From an optimization exercise on the open Yosys and OpenROAD flow, aimed at small area, a short achievable clock period and few clock cycles per item; shortcuts taken in it are not production practice. In this exercise RTL edits were held to simulation tests only and were not proved equivalent to the original. No driver is modelled on the clock port, so clocking that relies on it looks cheaper here than on a real chip. Power is estimated from default activity; no workload was simulated.

**design/flow/design.v**
```verilog
`timescale 1ns / 1ps
package cwmq_pkg;
    localparam int RING_DEPTH_DEF  = 64;
    localparam int MAX_WAITERS_DEF = 8;
    localparam int CHAR_W    = 8;
    localparam int ID_W      = 32;
    localparam int STATUS_W  = 3;
    localparam int CHARS_W   = 6;
    localparam int WAITERS_W = 4;
    localparam logic [STATUS_W-1:0] ST_DELIVERED = 3'd0;
    localparam logic [STATUS_W-1:0] ST_QUEUED    = 3'd1;
    localparam logic [STATUS_W-1:0] ST_DROPPED   = 3'd2;
    localparam logic [STATUS_W-1:0] ST_WAITER    = 3'd3;
    localparam logic [STATUS_W-1:0] ST_DUPLICATE = 3'd4;
    localparam logic [STATUS_W-1:0] ST_FULL      = 3'd5;
    localparam logic [STATUS_W-1:0] ST_IGNORED   = 3'd6;
    localparam logic MODE_CHAR = 1'b0;
    localparam logic MODE_WAIT = 1'b1;
endpackage
`timescale 1ns / 1ps
import cwmq_pkg::*;
module cwmq_ring (
    input  logic               i_clk,
    input  logic               i_rst_n,
    input  logic               i_put,
    input  logic               i_take,
    input  logic [CHAR_W-1:0]  i_data,
    output logic               o_empty,
    output logic               o_full,
    output logic [CHARS_W-1:0] o_count,
    output logic [CHARS_W-1:0] o_count_inc,
    output logic [CHARS_W-1:0] o_count_dec,
    output logic [CHAR_W-1:0]  o_head
);
    logic [CHAR_W-1:0]  r_mem [63];
    logic [5:0]         r_wp, r_rp1;
    logic [CHAR_W-1:0]  r_head;
    logic [CHARS_W-1:0] r_count;
    logic               r_full;
    always_ff @(posedge i_clk) begin
        if (!i_rst_n) begin
            r_rp1   <= 6'd1;
            r_wp    <= '0;
            r_count <= '0;
            r_full  <= 1'b0;
        end else begin
            if (i_put) r_wp <= (r_wp == 6'd62) ? 6'd0 : r_wp + 1'b1;
            if (i_take) begin
                r_rp1 <= (r_rp1 == 6'd62) ? 6'd0 : r_rp1 + 1'b1;
            end
            if (i_put) begin
                r_count <= o_count_inc;
                r_full  <= (r_count == 6'd62);
            end else if (i_take) begin
                r_count <= o_count_dec;
                r_full  <= 1'b0;
            end
        end
    end
    always_ff @(posedge i_clk) begin
        if (!o_full) begin
            r_mem[r_wp] <= i_data;
        end
    end
    always_ff @(posedge i_clk) begin
        if (i_take) begin
            r_head <= r_mem[r_rp1];
        end else if (o_empty) begin
            r_head <= i_data;
        end
    end
    assign o_empty     = (r_count == '0);
    assign o_full      = r_full;
    assign o_count     = r_count;
    assign o_count_inc = r_count + 1'b1;
    assign o_count_dec = r_count - 1'b1;
    assign o_head      = r_head;
endmodule
`timescale 1ns / 1ps
import cwmq_pkg::*;
module char_waiter_matching_queue_unit (
    input  logic                 i_clk,
    input  logic                 i_rst_n,
    input  logic                 i_req_valid,
    output logic                 o_req_ready,
    input  logic                 i_req_mode,
    input  logic [CHAR_W-1:0]    i_req_char_value,
    input  logic [ID_W-1:0]      i_req_waiter_id,
    output logic                 o_rsp_valid,
    input  logic                 i_rsp_ready,
    output logic                 o_rsp_delivered,
    output logic [ID_W-1:0]      o_rsp_dest_client,
    output logic [CHAR_W-1:0]    o_rsp_char_out,
    output logic [STATUS_W-1:0]  o_rsp_status,
    output logic [CHARS_W-1:0]   o_rsp_chars_held,
    output logic [WAITERS_W-1:0] o_rsp_waiters_held
);
    localparam int NW = MAX_WAITERS_DEF;
    localparam int RW = ID_W + CHAR_W + STATUS_W + CHARS_W + WAITERS_W;
    logic              r_v1;
    logic              r_mode;
    logic [CHAR_W-1:0] r_cv;
    logic [ID_W-1:0]   r_id;
    logic              r_cnz, r_inz;
    logic [MAX_WAITERS_DEF-1:0] r_match_lo, r_match_hi;
    logic              r_ready;
    logic              r_hold;    
    logic          r_q0v, r_q1v;
    logic [RW-1:0] r_q0, r_q1;
    logic [ID_W-1:0] r_wmem [NW];
    logic [2:0]      r_whead, r_wtail;
    logic [3:0]      r_wcnt;
    logic [NW-1:0]   r_wvalid;
    logic w_go, w_ld;
    logic               w_put, w_take;
    logic               w_rempty, w_rfull;
    logic [CHARS_W-1:0] w_rcnt, w_rcnt_inc, w_rcnt_dec;
    logic [CHAR_W-1:0]  w_rhead;
    cwmq_ring u_ring (
        .i_clk      (i_clk),
        .i_rst_n    (i_rst_n),
        .i_put      (w_put),
        .i_take     (w_take),
        .i_data     (r_cv),
        .o_empty    (w_rempty),
        .o_full     (w_rfull),
        .o_count    (w_rcnt),
        .o_count_inc(w_rcnt_inc),
        .o_count_dec(w_rcnt_dec),
        .o_head     (w_rhead)
    );
    assign w_go        = r_v1 && !(r_q0v && r_q1v);
    assign w_ld        = !r_hold;
    assign o_req_ready = r_ready;
    localparam int HW = ID_W / 2;
    logic          w_dup, w_cnz, w_inz, w_wempty, w_wfull;
    logic [NW-1:0] w_cmatch_lo, w_cmatch_hi;
    logic          w_same_lo, w_same_hi;
    assign w_same_lo = (i_req_waiter_id[HW-1:0] == r_id[HW-1:0]);
    assign w_same_hi = (i_req_waiter_id[ID_W-1:HW] == r_id[ID_W-1:HW]);
    always_comb begin
        for (int k = 0; k < NW; k++) begin
            if ((3'(k) == r_wtail) && !w_wfull) begin
                w_cmatch_lo[k] = w_same_lo;
                w_cmatch_hi[k] = w_same_hi;
            end else begin
                w_cmatch_lo[k] = (r_wmem[k][HW-1:0] == i_req_waiter_id[HW-1:0]);
                w_cmatch_hi[k] = (r_wmem[k][ID_W-1:HW] == i_req_waiter_id[ID_W-1:HW]);
            end
        end
    end
    logic [NW-1:0] w_wvalid, w_hit;
    assign w_wvalid = r_wvalid;
    assign w_hit    = w_wvalid & r_match_lo & r_match_hi;
    assign w_dup    = |w_hit;
    assign w_cnz    = r_cnz;
    assign w_inz    = r_inz;
    assign w_wempty = (r_wcnt == 4'd0);
    assign w_wfull  = r_wcnt[3];
    logic [ID_W-1:0]      n_dest;
    logic [CHAR_W-1:0]    n_cout;
    logic [STATUS_W-1:0]  n_status;
    logic [CHARS_W-1:0]   n_chars;
    logic [WAITERS_W-1:0] n_waiters;
    logic                 w_wpop, w_wpush;
    always_comb begin
        w_put     = 1'b0;
        w_take    = 1'b0;
        w_wpop    = 1'b0;
        w_wpush   = 1'b0;
        n_dest    = '0;
        n_cout    = '0;
        n_status  = ST_IGNORED;
        n_chars   = w_rcnt;
        n_waiters = r_wcnt;
        if (r_mode == MODE_CHAR) begin
            if (!w_cnz) begin
                n_status = ST_IGNORED;
            end else if (!w_wempty) begin
                w_wpop    = w_go;
                n_dest    = r_wmem[r_whead];
                n_cout    = r_cv;
                n_status  = ST_DELIVERED;
                n_waiters = r_wcnt - 1'b1;
            end else if (w_rfull) begin
                n_status = ST_DROPPED;
            end else begin
                w_put    = w_go;
                n_status = ST_QUEUED;
                n_chars  = w_rcnt_inc;
            end
        end else if (!w_inz) begin
            n_status = ST_IGNORED;
        end else if (!w_rempty) begin
            w_take   = w_go;
            n_dest   = r_id;
            n_cout   = w_rhead;
            n_status = ST_DELIVERED;
            n_chars  = w_rcnt_dec;
        end else if (w_dup) begin
            n_status = ST_DUPLICATE;
        end else if (w_wfull) begin
            n_status = ST_FULL;
        end else begin
            w_wpush   = w_go;
            n_status  = ST_WAITER;
            n_waiters = r_wcnt + 1'b1;
        end
    end
    logic [RW-1:0] w_res;
    assign w_res = {n_dest, n_cout, n_status, n_chars, n_waiters};
    logic w_pop, w_q0v_n, w_q1v_n, w_v1_n;
    assign w_pop   = r_q0v && i_rsp_ready;
    assign w_q0v_n = r_q1v || w_go || (r_q0v && !i_rsp_ready);
    assign w_q1v_n = (r_q1v && !i_rsp_ready) || (w_go && r_q0v && !(w_pop && !r_q1v));
    assign w_v1_n  = w_ld ? i_req_valid : r_v1;
    always_ff @(posedge i_clk) begin
        if (!i_rst_n) begin
            r_v1    <= 1'b0;
            r_q0v   <= 1'b0;
            r_q1v   <= 1'b0;
            r_ready <= 1'b1;
            r_hold  <= 1'b0;
            r_whead <= '0;
            r_wtail <= '0;
            r_wcnt  <= '0;
            r_wvalid <= '0;
        end else begin
            if (w_ld) r_v1 <= i_req_valid;
            if (w_wpop) begin
                r_whead <= r_whead + 1'b1;
                r_wcnt  <= r_wcnt - 1'b1;
                r_wvalid[r_whead] <= 1'b0;
            end
            if (w_wpush) begin
                r_wtail <= r_wtail + 1'b1;
                r_wcnt  <= r_wcnt + 1'b1;
                r_wvalid[r_wtail] <= 1'b1;
            end
            r_q0v   <= w_q0v_n;
            r_q1v   <= w_q1v_n;
            r_ready <= !w_v1_n || !(w_q0v_n && w_q1v_n);
            r_hold  <= w_v1_n && w_q0v_n && w_q1v_n;
        end
    end
    always_ff @(posedge i_clk) begin
        if (w_ld) begin
            r_mode <= i_req_mode;
            r_cv   <= i_req_char_value;
            r_id   <= i_req_waiter_id;
            r_cnz  <= |i_req_char_value;
            r_inz  <= |i_req_waiter_id;
            r_match_lo <= w_cmatch_lo;
            r_match_hi <= w_cmatch_hi;
        end
    end
    always_ff @(posedge i_clk) begin
        if (!w_wfull) begin
            r_wmem[r_wtail] <= r_id;
        end
    end
    logic r_q0d;
    always_ff @(posedge i_clk) begin
        if (!i_rst_n) begin
            r_q0  <= '0;
            r_q0d <= 1'b0;
        end else if (!r_q0v || i_rsp_ready) begin
            r_q0  <= r_q1v ? r_q1 : w_res;
            r_q0d <= r_q1v ? (r_q1[CHARS_W+WAITERS_W +: STATUS_W] == ST_DELIVERED)
                           : (n_status == ST_DELIVERED);
        end
        if (!r_q1v || i_rsp_ready) begin
            r_q1 <= w_res;
        end
    end
    assign o_rsp_valid = r_q0v;
    assign {o_rsp_dest_client, o_rsp_char_out, o_rsp_status, o_rsp_chars_held,
            o_rsp_waiters_held} = r_q0;
    assign o_rsp_delivered = r_q0d;
endmodule
```
**design/flow/flow/run.sh**
```bash
#!/bin/bash
set -euo pipefail
export CLOCK_PORT_NET=i_clk
export PRE_CTS_TCL="$PWD/flow/cts_root.tcl"
bash standard.sh SETUP_SLACK_MARGIN=5.55 finish > flow_make.log 2>&1
```
**design/flow/flow/cts_root.tcl**
```tcl
rename clock_tree_synthesis my_tritoncts
proc clock_tree_synthesis { args } {
  my_tritoncts {*}$args
  set block [ord::get_db_block]
  set port_net [$block findNet $::env(CLOCK_PORT_NET)]
  set drivers {}
  foreach it [$port_net getITerms] { lappend drivers [$it getInst] }
  if { [llength $drivers] != 1 } {
    puts "cts_root: clock port drives [llength $drivers] cells, tree left as built"
    return
  }
  set root [lindex $drivers 0]
  set out_net ""
  foreach it [$root getITerms] {
    if { [$it isOutputSignal] } { set out_net [$it getNet] }
  }
  set loads {}
  foreach it [$out_net getITerms] {
    if { [$it isInputSignal] } { lappend loads $it }
  }
  if { [llength $loads] > 4 || [llength [$out_net getBTerms]] > 0 } {
    puts "cts_root: root buffer drives [llength $loads] pins, tree left as built"
    return
  }
  puts "cts_root: removing [$root getName], port now drives [llength $loads] buffers"
  foreach it $loads {
    $it disconnect
    $it connect $port_net
  }
  odb::dbInst_destroy $root
  odb::dbNet_destroy $out_net
}
```
**design/flow/standard.sh**
```bash
#!/bin/bash
# synth_recipe.tcl (not shown) runs the flow's synth.tcl, then flattens the netlist and writes it again
# the make line also repeats each setting of config.mk as NAME=value (left out here)
make -C /OpenROAD-flow-scripts/flow DESIGN_CONFIG=/design/flow/config.mk WORK_HOME=/design/flow/orfs CLKGATE_MAP_FILE= SYNTH_SCRIPT=/design/flow/synth_recipe.tcl "${@:-finish}"
```
**design/flow/config.mk**
```make
export PLATFORM = sky130hd
export DESIGN_NAME = char_waiter_matching_queue_unit
export DESIGN_NICKNAME = char_waiter_matching_queue_unit
export VERILOG_FILES = /design/flow/design.v
export SDC_FILE = /design/flow/constraint.sdc
export NUM_CORES = 4
export LEC_CHECK = 0
export CAP_MARGIN = 20
export CORE_MARGIN = 2
export CORE_UTILIZATION = 40
export CTS_CLUSTER_DIAMETER = 100
export CTS_CLUSTER_SIZE = 24
export SLEW_MARGIN = 20
```
**design/flow/constraint.sdc**
```tcl
create_clock -name core_clock -period 8.0 [get_ports {i_clk}]
set_input_delay 1.6000 -clock core_clock [delete_from_list [all_inputs] [get_ports {i_clk}]]
set_output_delay 1.6000 -clock core_clock [all_outputs]
set_load 0.01 [all_outputs]
```
==> out/metrics.yaml, run 1 <==
diodes: 0
worst_slack_ns: 5.43
grt.total_usage: 0.211
syn_inst: 2665
min_period_over_period: 0.322
vias_per_cell: 5.75
fin_nets: 2845
antenna_left: 0
die_w_um: 329
pre_cts_ws_ns: 3.68
wl_um: 117000
finalSetupTns_ns: 0
finalSetupViolCount: 0
synth_edf_count: 880
rsz0062_at_grt: "yes"
grt_pass1_wl_um: 168000
wl_per_cell_um: 27.8
core_sq_um: 105000
grt-ovfl-total: 0
worstSetupStartpointType: "flop"
crit_path_max_incr_delay_ns: 0.41
clock_sinks: 985
critPathRequiredTime_ns: 6.40
cp.arrival_ns: 0.97
hp-class: "flop to flop"
area_growth_pct: 15.6
layout-drive-gt1-share: 0.259
io_pins: 101
syn-num-nets: 2734
relSlewSlack: 0.247
cp.buffers_inverters: 1
cts_tree: "done"
yosysWarnings: 2
drv_slew: 0
die-area_sq_um: 108000
stdcell_count: 4206
initial_core_util: 0.403
worstSetupEndpointType: "output pin"
ys_async_sr_fraction: 0
fmax_ghz: 0.389
cts_buffers: 47
vias: 24166
worstSkewPairLatency_ns: 0.47
syn_avg_cell_area_sq_um: 15.9
outcome: "timing/DRC/antenna clean"
tightest_slew_ns: 1.12
die_h_um: 329
final-hold-violation-count: 0
grt_max_degree: 89
max_cap_viol_count: 0
gp_congestion: 0.899
synth_area_sq_um: 42400
drc: 0
worstSetupPathType: "flop to output pin"
crit_family: "flip-flops"
critPathMaxFanout: 2
hold_buffers: 0
final_common_cell: "edfxtp_1"
synth_seq_cells: 985
cts.clk_slew.worst_paths_ns: 0.10
dp_hpwl_um: 70700
leakage_nw: 15.7
place_inst: 4042
vdd_drop_max_mv: 0.176
period_minus_slack_ns: 2.57
crit_chain: "buf_6"
clock_skew_ns: 0.0343
final_cell_mix: "edfxtp_1, xnor2_1, mux4_2, nand2_1, buf_4"
synth.yosys.seq_area_share: 0.674
rows: 119
power_density_nw_per_um2: 198
detail_route.iter0.violations: 2496
portBuffers: 100
grt_pass1_vias: 23866
ys_types: 76
antenna_found_initial: 1
firstDrtPassIters: 5
synthFlopType: "edfxtp_1"
crit_slowest_cell: "dfxtp_4"
per-stage QoR:
stage / hold slack (ns) / power, mW / area, sq um / utilization
after floorplan: 0.436 / 6.55 / 42800 / -
after detailed placement: 0.448 / 6.89 / 44800 / 0.426
after CTS: 0.467 / 9.68 / 48000 / 0.456
final: 0.465 / 9.69 / 49000 / 0.466
after global placement: 0.441 / 6.88 / 44800 / 0.426
after global routing: 0.482 / 9.99 / 49000 / 0.466
state kept, by name, summed over array words and instances, names as in the netlist, 8 cells and up, named ones only:
name	count
r_wvalid	8
r_cv	8
u_ring.r_mem	504
u_ring.r_head	8
r_wmem	256
r_match_hi	8
r_id	32
r_q0	53
r_q1	53
r_match_lo	8
final timing paths:
path	to	depth (start not counted)	start	slack [ns]
setup / recovery	o_rsp_dest_client[0]	1	r_q0[21]$_SDFFE_PN0N_	5.43
hold / removal	r_q0[40]$_SDFFE_PN0N_	2	r_q0[40]$_SDFFE_PN0N_	0.47
setup reg to reg	u_ring.r_head[7]$_DFFE_PP_	9	flop	5.60
hold reg to reg	r_q0[40]$_SDFFE_PN0N_	2	r_q0[40]$_SDFFE_PN0N_	0.47
layer usage:
layer  vias to the layer above  routed length, um  global-route usage
met5                         -                  0                   0
met4                         0               2810              0.0478
met3                       142               8090              0.0388
met2                       896              54400               0.330
met1                     12592              51800               0.309
li1                      10536                  -                   -
cell usage after synthesis (15+ instances only):
library cell | instances | area share
nand2_1 | 187 | 0.017
nor3_1 | 31 | 0.0037
o2111ai_1 | 33 | 0.0068
xor2_1 | 40 | 0.0083
buf_4 | 15 | 0.0027
buf_2 | 26 | 0.0031
nand3_1 | 74 | 0.0087
ha_1 | 24 | 0.0071
nor2_1 | 101 | 0.0090
mux4_2 | 188 | 0.10
o21ai_0 | 86 | 0.010
nor2b_1 | 24 | 0.0035
inv_1 | 22 | 0.0019
dfxtp_1 | 105 | 0.050
nand2b_1 | 49 | 0.0072
nor4_1 | 37 | 0.0055
nand4_1 | 80 | 0.012
clkbuf_1 | 105 | 0.0093
a211oi_1 | 15 | 0.0027
edfxtp_1 | 880 | 0.62
mux2i_1 | 71 | 0.017
xnor2_1 | 268 | 0.055
a21oi_1 | 35 | 0.0041
where the power goes:
part	internal, mW	switching, mW
sequential	5.78	0.125
clock	1.16	1.59
combinational	0.463	0.578
total	7.40	2.29
cells by family after synthesis:
group	after synthesis	synth area share
flops	985	0.674
simple gates	640	0.0767
xor+xnor	308	0.0637
compound gates	263	0.0414
mux	260	0.117
buf+inv	185	0.0205
fa+ha+maj	24	0.00709
what timing repair did:
| action | CTS | global route |
|---|---|---|
| cloned | 9 | 5 |
| setup endpoints to repair | 493 | 264 |
| pin swaps | 31 | 50 |
| buffers inserted | 28 | 35 |
| resized for setup | 740 | 133 |
layout make-up:
type	count	area, sq um
clock buffer	81	1290
sequential	985	28600
clock inverter	6	104
fill	9013	56100
multi-input combinational	1498	14300
timing repair buffer	222	2770
inverter	23	90.1
tap	1391	1740
Testbench counts, summed over its fixed seeds: cycles 4,816, items 4,800.
==> run 2, diff against run 1 <==
==> design/flow/flow/run.sh (replaced) <==
#!/bin/bash
set -euo pipefail
export CLOCK_PORT_NET=i_clk
export PRE_CTS_TCL="$PWD/flow/cts_root.tcl"
bash standard.sh SETUP_SLACK_MARGIN=5.4 finish > flow_make.log 2>&1
--- a/design/flow/config.mk
+++ b/design/flow/config.mk
@@ -10,4 +10,4 @@
 export CORE_UTILIZATION = 40
-export CTS_CLUSTER_DIAMETER = 100
-export CTS_CLUSTER_SIZE = 24
+export CTS_CLUSTER_DIAMETER = 80
+export CTS_CLUSTER_SIZE = 20
 export SLEW_MARGIN = 20
==> run 2 against run 1 <==
Die area is the same; setup slack lost 0.052 ns; count of clock-buffer cells in the layout grew 14; hold slack lost 0.0070 ns; synthesized cell count is the same; critical path type is now flop to flop.
==> out/metrics.yaml, run 2 <==
dp_hpwl_um: 72100
gp_congestion: 0.915
rows: 119
pre_cts_ws_ns: 3.74
regMostFlops: "u_ring.r_mem"
cts_tree: "done"
ys_types: 76
wl_met3_um: 7150
fin_nets: 2812
power_mw: 9.86
synthTopCellsByArea: "edfxtp_1, mux4_2, xnor2_1"
rsz0062_at_grt: "yes"
wl_um: 116000
synth_most_common_cell: "edfxtp_1"
detail_route.iter0.violations: 2557
yosysWarnings: 2
firstDrtPassIters: 6
worstSetupPathType: "flop to flop"
reg_top3: "u_ring.r_mem (504), r_wmem (256)"
synth_seq_cells: 985
synth.top_cells.by_count: "edfxtp_1, xnor2_1, mux4_2, nand2_1"
synth_area_sq_um: 42400
fmax_ghz: 0.381
die_h_um: 329
vdd_drop_max_mv: 0.170
final_common_cell: "edfxtp_1"
grt.total_usage: 0.211
drc: 0
diodes: 0
largest_reg_flops: 504
worstSetupEndpointType: "flop"
outcome: "timing/DRC/antenna clean"
drv_slew: 0
die-area_sq_um: 108000
syn-num-nets: 2734
syn_inst: 2665
synth_top_cell_area_share: 0.624
cts_buffers: 56
hp-class: "flop to flop"
synth_edf_count: 880
max_cap_viol_count: 0
grt-ovfl-total: 0
leakage_nw: 15.2
tightest_slew_ns: 1.07
grt_max_degree: 78
final_cell_mix: "edfxtp_1, xnor2_1, mux4_2, nand2_1, nor2_1"
synth.yosys.seq_area_share: 0.674
vias: 24177
antenna_left: 0
period_minus_slack_ns: 2.63
stdcell_count: 4182
finalSetupViolCount: 0
cts.clk_slew.worst_paths_ns: 0.08
place_inst: 4040
clock_skew_ns: 0.0251
worst_slack_ns: 5.37
core_sq_um: 105000
io_pins: 101
critPathMaxFanout: 18
grt_pass1_vias: 24089
layout-drive-gt1-share: 0.211
syn_avg_cell_area_sq_um: 15.9
final-hold-violation-count: 0
worstSkewPairLatency_ns: 0.48
wl_per_cell_um: 27.7
grt_pass1_wl_um: 169000
relSlewSlack: 0.285
ys_async_sr_fraction: 0
top_layer: "met5"
wl_met2_um: 55100
worstSetupStartpointType: "flop"
cp.arrival_ns: 2.73
die_w_um: 329
power_density_nw_per_um2: 207
critPathRequiredTime_ns: 8.10
wl_met1_um: 51000
synthFlopType: "edfxtp_1"
yosysTopAreaCell: "edfxtp_1"
vias_per_cell: 5.78
fillers: 9146
initial_core_util: 0.403
min_period_over_period: 0.328
area_growth_pct: 12.2
portBuffers: 100
antenna_found_initial: 5
finalSetupTns_ns: 0
clock_sinks: 985
run 2: cell counts after synthesis:
Identical to the previous run, type by type.
run 2: layout make-up:
class / instances / area, sq um / share of cell area
multi-input combinational: 1496 / 13600 / 0.287
sequential: 985 / 28600 / 0.602
inverter: 23 / 86.3 / 0.00182
tap: 1391 / 1740 / 0.0366
timing repair buffer: 182 / 1770 / 0.0373
clock inverter: 10 / 138 / 0.00290
clock buffer: 95 / 1540 / 0.0324
run 2: worst paths after layout:
| kind | startpoint | end | slack, ns | depth (start not counted) |
|---|---|---|---|---|
| max | u_ring.r_wp[2]$_SDFFE_PN0N_ | u_ring.r_mem[23][7]$_DFFE_PP_ | 5.37 | 3 |
| min reg2reg | r_q0[39]$_SDFFE_PN0N_ | r_q0[39]$_SDFFE_PN0N_ | 0.46 | 2 |
| max reg2reg | u_ring.r_wp[2]$_SDFFE_PN0N_ | u_ring.r_mem[23][7]$_DFFE_PP_ | 5.37 | 3 |
| min | r_q0[39]$_SDFFE_PN0N_ | r_q0[39]$_SDFFE_PN0N_ | 0.46 | 2 |
run 2: cells by family (layout without fill, tap and decap cells):
group / after synthesis / after routing / share of synthesized area
XOR/XNOR: 308 / 308 / 0.0637
AND/OR/NAND/NOR: 640 / 641 / 0.0767
buffers and inverters: 185 / 310 / 0.0205
adder cells (fa/ha/maj): 24 / 24 / 0.00709
multiplexers: 260 / 260 / 0.117
flip-flops: 985 / 985 / 0.674
AO/OA/AOI/OAI: 263 / 263 / 0.0414
run 2: metrics by stage:
stage	utilization	area (sq um)	hold WS (ns)
finish	0.452	47500	0.458
global placement	0.426	44800	0.441
detailed placement	0.426	44800	0.450
floorplan	-	42700	0.436
CTS	0.448	47100	0.458
global route	0.452	47500	0.470
run 2: timing repair:
| action | in CTS | in global routing |
|---|---|---|
| hold endpoints to repair | 0 | 0 |
| endpoints found under the setup margin | 359 | 198 |
| setup buffers | 21 | 5 |
| resized for setup | 513 | 90 |
| pin swaps | 8 | 10 |
| cloned | 8 | 3 |
| hold buffers | 0 | 0 |
run 2: layer usage:
layer,vias to the layer above,track usage
li1,10456,-
met1,12721,0.304
met2,864,0.341
met3,130,0.0300
met4,6,0.0453
met5,-,0
run 2: worst max-delay path: stages (launching register included):
cell	delay, ns
dfxtp_1	0.71
nand3_1	0.32
or2_1	0.49
nor2_1	0.72
run 2: where the power goes:
part / switching [mW] / leakage (nW) / internal [mW]
logic: 0.557 / 5.24 / 0.381
registers: 0.120 / 9.13 / 5.78
clock network: 1.65 / 0.803 / 1.37
==> run 3, diff against run 2 <==
--- a/design/flow/design.v
+++ b/design/flow/design.v
@@ -103,6 +103,3 @@
     logic [ID_W-1:0]   r_id;
-    logic              r_cnz, r_inz;
-    logic [MAX_WAITERS_DEF-1:0] r_match_lo, r_match_hi;
     logic              r_ready;
-    logic              r_hold;    
     logic          r_q0v, r_q1v;
@@ -132,19 +129,9 @@
     assign w_go        = r_v1 && !(r_q0v && r_q1v);
-    assign w_ld        = !r_hold;
+    assign w_ld        = r_ready;
     assign o_req_ready = r_ready;
-    localparam int HW = ID_W / 2;
     logic          w_dup, w_cnz, w_inz, w_wempty, w_wfull;
-    logic [NW-1:0] w_cmatch_lo, w_cmatch_hi;
-    logic          w_same_lo, w_same_hi;
-    assign w_same_lo = (i_req_waiter_id[HW-1:0] == r_id[HW-1:0]);
-    assign w_same_hi = (i_req_waiter_id[ID_W-1:HW] == r_id[ID_W-1:HW]);
+    logic [NW-1:0] w_match;
     always_comb begin
         for (int k = 0; k < NW; k++) begin
-            if ((3'(k) == r_wtail) && !w_wfull) begin
-                w_cmatch_lo[k] = w_same_lo;
-                w_cmatch_hi[k] = w_same_hi;
-            end else begin
-                w_cmatch_lo[k] = (r_wmem[k][HW-1:0] == i_req_waiter_id[HW-1:0]);
-                w_cmatch_hi[k] = (r_wmem[k][ID_W-1:HW] == i_req_waiter_id[ID_W-1:HW]);
-            end
+            w_match[k] = (r_wmem[k] == r_id);
         end
@@ -153,6 +140,6 @@
     assign w_wvalid = r_wvalid;
-    assign w_hit    = w_wvalid & r_match_lo & r_match_hi;
+    assign w_hit    = w_wvalid & w_match;
     assign w_dup    = |w_hit;
-    assign w_cnz    = r_cnz;
-    assign w_inz    = r_inz;
+    assign w_cnz    = |r_cv;
+    assign w_inz    = |r_id;
     assign w_wempty = (r_wcnt == 4'd0);
@@ -222,3 +209,2 @@
             r_ready <= 1'b1;
-            r_hold  <= 1'b0;
             r_whead <= '0;
@@ -242,3 +228,2 @@
             r_ready <= !w_v1_n || !(w_q0v_n && w_q1v_n);
-            r_hold  <= w_v1_n && w_q0v_n && w_q1v_n;
         end
@@ -250,6 +235,2 @@
             r_id   <= i_req_waiter_id;
-            r_cnz  <= |i_req_char_value;
-            r_inz  <= |i_req_waiter_id;
-            r_match_lo <= w_cmatch_lo;
-            r_match_hi <= w_cmatch_hi;
         end
--- a/design/flow/config.mk
+++ b/design/flow/config.mk
@@ -10,4 +10,4 @@
 export CORE_UTILIZATION = 40
-export CTS_CLUSTER_DIAMETER = 80
-export CTS_CLUSTER_SIZE = 20
+export CTS_CLUSTER_DIAMETER = 100
+export CTS_CLUSTER_SIZE = 24
 export SLEW_MARGIN = 20
==> run 3 against run 2 <==
Still clean on timing, DRC and antenna; utilization up 5.2 points; wire length grew 21%; count of clock-buffer cells in the layout decreased by 17; synthesized area is 0.92% lower; sequential power up 1%; combinational power is 140% higher; critical path depth grew 9; sequential cell count fell by 19; cell count rose by 3.5%; critical endpoint is now r_wvalid[0]$_SDFF_PN0_; largest cell class unchanged.
==> out/metrics.yaml, run 3 <==
min_path_cells: 2
outcome: "timing/DRC/antenna clean"
synth_edf_count: 862
synth_most_common_cell: "edfxtp_1"
rsz0062_at_grt: "yes"
crit_chain: "buf_6, buf_8, buf_6, xnor2_1, nand4_1, nor4_2, nand3_1, nand4_1, buf_6, or4_4, or4_4, a21oi_2"
finalSetupTns_ns: 0
cp.arrival_ns: 3.33
sequentialPowerShare: 0.539
final-hold-violation-count: 0
drc: 0
yosysTopAreaCell: "edfxtp_1"
core_sq_um: 104000
seqCellArea_sq_um: 28100
firstDrtPassIters: 5
wl_per_cell_um: 32.4
max_cap_viol_count: 0
r2r-start: "r_id[7]$_DFFE_PP_"
hold_buffers: 0
cp.buffers_inverters: 4
detail_route.iter0.violations: 3137
critPathMaxFanout: 6
syn_inst: 2592
synthFlopType: "edfxtp_1"
cts_buffers: 48
worstSkewPairLatency_ns: 0.47
synth_seq_cells: 966
regMostFlops: "u_ring.r_mem"
switchingPower_mw: 3.04
critPathRequiredTime_ns: 8.38
grt-ovfl-total: 0
power_mw: 11.1
wl_um: 140000
clock_sinks: 966
clock_skew_ns: 0.0401
crit_path_max_incr_delay_ns: 0.58
fin_util: 0.504
synth_area_sq_um: 42000
rr_worst_depth: 12
swShare: 0.274
cts_tree: "done"
die_w_um: 328
grt_max_degree: 67
fin_nets: 2973
synthTopCellsByArea: "edfxtp_1, mux4_2, dfxtp_1"
r2r_slack_ns: 5.06
final_common_cell: "edfxtp_1"
antenna_found_initial: 2
hp-class: "flop to flop"
die_h_um: 328
grt_pass1_wl_um: 195000
area_growth_pct: 24.7
largest_reg_flops: 504
vias_per_cell: 5.98
combPwrFrac: 0.203
antenna_left: 0
worstSetupStartpointType: "flop"
final_cell_mix: "edfxtp_1, mux4_2, buf_4, nand2_1, nand4_1"
portBuffers: 100
die-area_sq_um: 108000
power_density_nw_per_um2: 212
initial_core_util: 0.404
grt.total_usage: 0.256
internal_power_mw: 8.04
leakage_nw: 17.4
place_inst: 3968
dp_hpwl_um: 88500
rows: 118
r2r-end: "r_wvalid[0]$_SDFF_PN0_"
synth.yosys.seq_area_share: 0.667
min_period_over_period: 0.368
ys_types: 73
grt_pass1_vias: 25225
io_pins: 101
relSlewSlack: 0.291
layout-drive-gt1-share: 0.383
cts.clk_slew.worst_paths_ns: 0.11
fin_area_sq_um: 52300
syn-num-nets: 2656
tightest_slew_ns: 1.06
pwr-share-clk: 0.258
period_minus_slack_ns: 2.94
crit_top_cell: "buf_6"
crit_slowest_cell: "or4_4"
placed_area_sq_um: 44600
fmax_ghz: 0.340
drv_slew: 0
multi_input_area_sq_um: 16400
synth_top_cell_area_share: 0.617
fillers: 8388
crit_family: "simple AND/OR/NAND/NOR gates"
gp_congestion: 0.997
stdcell_count: 4328
worstSetupPathType: "flop to flop"
syn_avg_cell_area_sq_um: 16.2
holdCritStartpoint: "r_q0[18]$_SDFFE_PN0N_"
yosysWarnings: 2
finalSetupViolCount: 0
vias: 25873
synth.top_cells.by_count: "edfxtp_1, mux4_2, xnor2_1, nand2_1, nor2_1"
worstSetupEndpointType: "flop"
reg_top3: "u_ring.r_mem (504), r_wmem (256)"
vdd_drop_max_mv: 0.173
hold_path_end: "r_q0[18]$_SDFFE_PN0N_"
ys_async_sr_fraction: 0
[run 3: cell count changes after synthesis, moves of 18 or more]
| cell | previous run | this run |
|---|---|---|
| o2111ai_1 | 33 | 6 |
| mux4_2 | 188 | 224 |
| o211a_1 | 5 | 28 |
| o21ai_0 | 86 | 62 |
| xnor2_1 | 268 | 165 |
| and2_1 | 11 | 30 |
| o21a_1 | 1 | 28 |
| mux2i_1 | 71 | 51 |
| xor2_1 | 40 | 103 |
| edfxtp_1 | 880 | 862 |
| nand3_1 | 74 | 41 |
| nor4_1 | 37 | 64 |
| nand2_1 | 187 | 155 |
[run 3: power groups by stage]
stage	logic (mW)	clock network, mW	registers, mW
finish	2.25	2.86	5.97
global route	2.34	3.06	5.99
CTS	1.98	2.89	5.95
detailed placement	1.46	0	6.11
global placement	1.45	0	6.10
floorplan	0.889	0	6.01
[run 3: worst max path at each step]
stage                                        from                     end  cells past startpoint
final                           r_id[7]$_DFFE_PP_  r_wvalid[0]$_SDFF_PN0_                     12
after global routing           r_id[22]$_DFFE_PP_   r_q0[36]$_SDFFE_PN0N_                     14
after CTS                       r_id[7]$_DFFE_PP_    r_q0[3]$_SDFFE_PN0N_                      9
after detailed placement        r_id[2]$_DFFE_PP_   r_q0[10]$_SDFFE_PN0N_                      8
after global placement          r_id[2]$_DFFE_PP_   r_q0[10]$_SDFFE_PN0N_                      8
after floorplan           r_wtail[0]$_SDFFE_PN0N_  r_wmem[2][0]$_DFFE_PP_                      3
[run 3: stage by stage]
stage / hold slack, ns / setup slack (ns)
4_1_cts: 0.452 / 5.09
6_report: 0.451 / 5.06
5_1_grt: 0.470 / 4.99
3_5_place_dp: 0.444 / 4.11
3_3_place_gp: 0.441 / 4.17
2_1_floorplan: 0.454 / 4.70
[run 3: repair_timing]
item | 4_1_cts | 5_1_grt
pin swaps | 112 | 76
gates resized for setup | 711 | 229
setup endpoints to repair | 298 | 372
hold endpoints to repair | 0 | 0
cloned | 17 | 8
buffers inserted | 209 | 38
[run 3: routing by layer]
layer  track usage  up-vias  share of wire  routed length, um
met5             0        -              0                  0
met4         0.114        0          0.055               7690
met3        0.0303      254          0.070               9810
met2         0.419     1214           0.48              67200
met1         0.344    13653           0.40              55700
li1              -    10752              -                  -
[run 3: cell families after synthesis]
group                    share of synthesized area
multiplexers                                 0.133
AND/OR/NAND/NOR                             0.0790
adder cells (fa/ha/maj)                    0.00567
XOR/XNOR                                    0.0559
flip-flops                                   0.667
AO/OA/AOI/OAI                               0.0403
buffers and inverters                       0.0192
[run 3: worst register-to-register path, stage by stage, from the launching register on]
cell      delay (ns)
edfxtp_1        0.53
buf_6           0.18
buf_8           0.13
buf_6           0.12
xnor2_1         0.11
nand4_1         0.15
nor4_2          0.05
nand3_1         0.13
nand4_1         0.13
buf_6           0.16
or4_4           0.58
or4_4           0.45
a21oi_2         0.14
[run 3: area by class of cell]
class                   count  share of cell area
repair buffers            420              0.0861
multi-input cells        1452               0.314
diodes                      1           0.0000478
clock buffers              78              0.0253
well taps                1380              0.0330
flip-flops and latches    966               0.537
inverters                  22             0.00167
clock inverters             9             0.00323
Testbench counts of run 3, summed over its fixed seeds: cycles 4,816, items 4,800.
==> run 4, diff against run 3 <==
--- a/design/flow/design.v
+++ b/design/flow/design.v
@@ -103,2 +103,4 @@
     logic [ID_W-1:0]   r_id;
+    logic              r_cnz, r_inz;
+    logic [MAX_WAITERS_DEF-1:0] r_match_lo, r_match_hi;
     logic              r_ready;
@@ -131,7 +133,17 @@
     assign o_req_ready = r_ready;
+    localparam int HW = ID_W / 2;
     logic          w_dup, w_cnz, w_inz, w_wempty, w_wfull;
-    logic [NW-1:0] w_match;
+    logic [NW-1:0] w_cmatch_lo, w_cmatch_hi;
+    logic          w_same_lo, w_same_hi;
+    assign w_same_lo = (i_req_waiter_id[HW-1:0] == r_id[HW-1:0]);
+    assign w_same_hi = (i_req_waiter_id[ID_W-1:HW] == r_id[ID_W-1:HW]);
     always_comb begin
         for (int k = 0; k < NW; k++) begin
-            w_match[k] = (r_wmem[k] == r_id);
+            if ((3'(k) == r_wtail) && !w_wfull) begin
+                w_cmatch_lo[k] = w_same_lo;
+                w_cmatch_hi[k] = w_same_hi;
+            end else begin
+                w_cmatch_lo[k] = (r_wmem[k][HW-1:0] == i_req_waiter_id[HW-1:0]);
+                w_cmatch_hi[k] = (r_wmem[k][ID_W-1:HW] == i_req_waiter_id[ID_W-1:HW]);
+            end
         end
@@ -140,6 +152,6 @@
     assign w_wvalid = r_wvalid;
-    assign w_hit    = w_wvalid & w_match;
+    assign w_hit    = w_wvalid & r_match_lo & r_match_hi;
     assign w_dup    = |w_hit;
-    assign w_cnz    = |r_cv;
-    assign w_inz    = |r_id;
+    assign w_cnz    = r_cnz;
+    assign w_inz    = r_inz;
     assign w_wempty = (r_wcnt == 4'd0);
@@ -235,2 +247,6 @@
             r_id   <= i_req_waiter_id;
+            r_cnz  <= |i_req_char_value;
+            r_inz  <= |i_req_waiter_id;
+            r_match_lo <= w_cmatch_lo;
+            r_match_hi <= w_cmatch_hi;
         end
==> design/flow/flow/run.sh (replaced) <==
#!/bin/bash
# Standard layout, with timing repair aiming for a setup slack of 5.5 ns
# at the design's 8 ns clock. All make and tool output goes to flow_make.log;
# ORFS keeps each step's own log under orfs/logs/.
set -euo pipefail
bash standard.sh SETUP_SLACK_MARGIN=5.5 finish > flow_make.log 2>&1
removed: design/flow/flow/cts_root.tcl
==> run 4 against run 3 <==
Cell count fell by 2.5%; synthesized area is 0.73% higher; setup slack gained 0.10 ns; clock power hardly changed; wire length down 18%; die area up 0.72%; utilization decreased by 4.8 points; sequential power decreased by 2%; critical endpoint is now o_req_ready.
==> out/metrics.yaml, run 4 <==
min_path_cells: 2
gp_congestion: 0.935
fin_nets: 2858
fin_area_sq_um: 48000
cts_root_buffer: "clkbuf_16"
antenna_left: 0
synthFlopType: "edfxtp_1"
clock_skew_ns: 0.0355
hold_path_end: "r_q0[51]$_SDFFE_PN0N_"
syn_avg_cell_area_sq_um: 15.7
die_w_um: 329
cts_tree: "done"
diodes: 0
crit_chain: "buf_6"
max_cap_viol_count: 0
worstSetupPathType: "flop to output pin"
portBuffers: 100
min_period_over_period: 0.355
synth_seq_cells: 984
final_cell_mix: "edfxtp_1, xnor2_1, mux4_2, nand2_1, a21oi_1"
grt-ovfl-total: 0
leakage_nw: 14.9
critPathMaxFanout: 2
grt_max_degree: 80
outcome: "timing/DRC/antenna clean"
clock_sinks: 984
synth.top_cells.by_count: "edfxtp_1, xnor2_1, mux4_2, nand2_1, a21oi_1"
wl_um: 114000
tightest_slew_ns: 1.17
synthTopCellsByArea: "edfxtp_1, mux4_2, xnor2_1"
r2r_slack_ns: 5.23
rr_worst_depth: 9
area_growth_pct: 13.6
pre_cts_ws_ns: 3.55
final_common_cell: "edfxtp_1"
grt_pass1_vias: 24195
syn-num-nets: 2757
worstSetupEndpointType: "output pin"
crit_slowest_cell: "dfxtp_4"
die_h_um: 329
synth.yosys.seq_area_share: 0.674
worst_slack_ns: 5.16
placed_area_sq_um: 44800
drc: 0
ys_async_sr_fraction: 0
drv_slew: 0
ys_types: 72
firstDrtPassIters: 7
core_sq_um: 105000
r2r-end: "u_ring.r_head[1]$_DFFE_PP_"
holdCritStartpoint: "r_q0[51]$_SDFFE_PN0N_"
worstSkewPairLatency_ns: 0.67
largest_reg_flops: 504
final-hold-violation-count: 0
finalSetupTns_ns: 0
layout-drive-gt1-share: 0.236
antenna_found_initial: 0
finalSetupViolCount: 0
synth_edf_count: 880
worstSetupStartpointType: "flop"
yosysTopAreaCell: "edfxtp_1"
regMostFlops: "u_ring.r_mem"
power_density_nw_per_um2: 201
reg_top3: "u_ring.r_mem (504), r_wmem (256)"
cts_buffers: 48
clock_path_buffers: 3
wl_per_cell_um: 27.1
syn_inst: 2686
synth_most_common_cell: "edfxtp_1"
fmax_ghz: 0.352
initial_core_util: 0.402
critPathRequiredTime_ns: 6.40
cp.buffers_inverters: 1
detail_route.iter0.violations: 2791
io_pins: 101
relSlewSlack: 0.222
synth_top_cell_area_share: 0.625
grt_pass1_wl_um: 167000
place_inst: 4053
die-area_sq_um: 108000
vdd_drop_max_mv: 0.187
hp-class: "flop to flop"
grt.total_usage: 0.208
rows: 119
crit_family: "flip-flops"
synth_area_sq_um: 42300
fin_util: 0.457
vias: 24320
rsz0062_at_grt: "yes"
dp_hpwl_um: 71400
ctsHtreeMaxLevel: 2
cp.arrival_ns: 1.24
yosysWarnings: 2
stdcell_count: 4218
crit_path_max_incr_delay_ns: 0.43
cts.clk_slew.worst_paths_ns: 0.10
period_minus_slack_ns: 2.84
vias_per_cell: 5.77
run 4: cell types whose count changed in the layout (fill, tap and decap cells not counted), moves of 37 or more:
| cell | before | now |
|---|---|---|
| xnor2_2 | 67 | 25 |
| xor2_2 | 40 | 0 |
| nand2_1 | 110 | 159 |
| nand2b_1 | 51 | 14 |
| a21oi_1 | 34 | 117 |
| o21ai_0 | 26 | 88 |
| xnor2_1 | 76 | 240 |
| buf_4 | 197 | 72 |
run 4: how the worst max path moves through the flow:
| stage | slack (ns) | cells after the start | start | to |
|---|---|---|---|---|
| after floorplan | 5.13 | 2 | r_wtail[0]$_SDFFE_PN0P_ | r_wmem[0][0]$_DFFE_PP_ |
| after global placement | 3.51 | 5 | i_req_waiter_id[11] | r_match_lo[2]$_DFFE_PP_ |
| after detailed placement | 3.55 | 5 | i_req_waiter_id[11] | r_match_lo[0]$_DFFE_PP_ |
| after CTS | 5.11 | 1 | r_ready$_SDFF_PN1_ | o_req_ready |
| after global routing | 5.11 | 1 | r_ready$_SDFF_PN1_ | o_req_ready |
| final | 5.16 | 1 | r_ready$_SDFF_PN1_ | o_req_ready |
run 4: repair_timing:
item                       CTS  global route
setup endpoints to repair  460           284
pin swaps                   18            17
buffers inserted            33            33
resized for setup          602           102
cloned                       7             2
hold buffers                 0             0
run 4: area by class of cell:
| type | count | area (sq um) |
|---|---|---|
| Clock buffer | 84 | 1370 |
| Clock inverter | 6 | 96.3 |
| Fill cell | 9144 | 57100 |
| Inverter | 53 | 203 |
| Multi-Input combinational cell | 1483 | 13600 |
| Sequential cell | 984 | 28600 |
| Tap cell | 1391 | 1740 |
| Timing Repair Buffer | 217 | 2380 |
run 4: tightest hold or removal path: stages, from the launching register on:
cell and delay [ns]:
dfxtp_2 0.33, nand2_1 0.05, a21oi_1 0.05
run 4: per-stage QoR:
| stage | hold WS [ns] | total power, mW |
|---|---|---|
| 6_report | 0.464 | 9.63 |
| 3_5_place_dp | 0.448 | 6.79 |
| 3_3_place_gp | 0.443 | 6.77 |
| 4_1_cts | 0.466 | 9.65 |
| 2_1_floorplan | 0.445 | 6.46 |
| 5_1_grt | 0.484 | 9.95 |
run 4: power breakdown:
group | switching [mW] | internal (mW)
sequential | 0.122 | 5.75
combinational | 0.528 | 0.396
clock | 1.64 | 1.20
total | 2.29 | 7.34
run 4: cells by family (layout without fill, tap and decap cells):
family                     after synthesis  in the layout  synth area share
DFF                                    984            984             0.674
AOI/OAI and AO/OA                      356            357            0.0498
buffers and inverters                  222            360            0.0223
xor gates and xnor gates               306            306            0.0634
muxes                                  270            270             0.120
and+or+nand+nor                        522            524            0.0623
adders and majority gates               26             26           0.00770
run 4: metal layers:
metal	GRT usage	routed length [um]	share of wire	up-vias
met5	0	0	0	-
met4	0.0582	3250	0.028	0
met1	0.288	47700	0.42	12641
met3	0.0304	7640	0.067	156
met2	0.345	55900	0.49	990
li1	-	-	-	10533
Testbench counts of run 4, summed over its fixed seeds: cycles 4,816, items 4,800.

==> what the ideal ports hide <==
In the flow no input, the clock included, has a driving cell. The finished layouts below were timed again as built, in two steps.
Step 1, drivers: a clkbuf_16 drives i_clk and a buf_2 each remaining input, both assumed.
Step 2 adds t to the input delays and takes it off the output delays; t is the mean of the earliest and latest rising clock arrival at the registers after step 1. Input paths then give back, and output paths get back, about the clock's delay inside the block.
Three values: ideal ports, drivers, drivers and shift; two values: the first two.
| run | shift t [ns] | setup slack, ns | worst hold slack (ns) | worst register clock-pin slew, ns | worst slew at a driven data input, ns |
|---|---|---|---|---|---|
| run 1 | 0.595 | 5.426 / 5.284 / 5.022 | 0.465 / 0.465 / 0.465 | 0.11 / 0.11 | 0.15 |
| run 2 | 0.617 | 5.374 / 5.271 / 4.911 | 0.458 / 0.458 / 0.458 | 0.10 / 0.10 | 0.10 |
| run 3 | 0.599 | 5.055 / 5.056 / 4.714 | 0.451 / 0.451 / 0.451 | 0.11 / 0.11 | 0.06 |
| run 4 | 0.722 | 5.160 / 5.090 / 4.856 | 0.464 / 0.464 / 0.464 | 0.11 / 0.11 | 0.09 |
After both steps setup and hold are still met in every run listed. The setup slack of run 2, which loses most, moves by -0.103 ns with the drivers and by -0.463 ns with both steps.
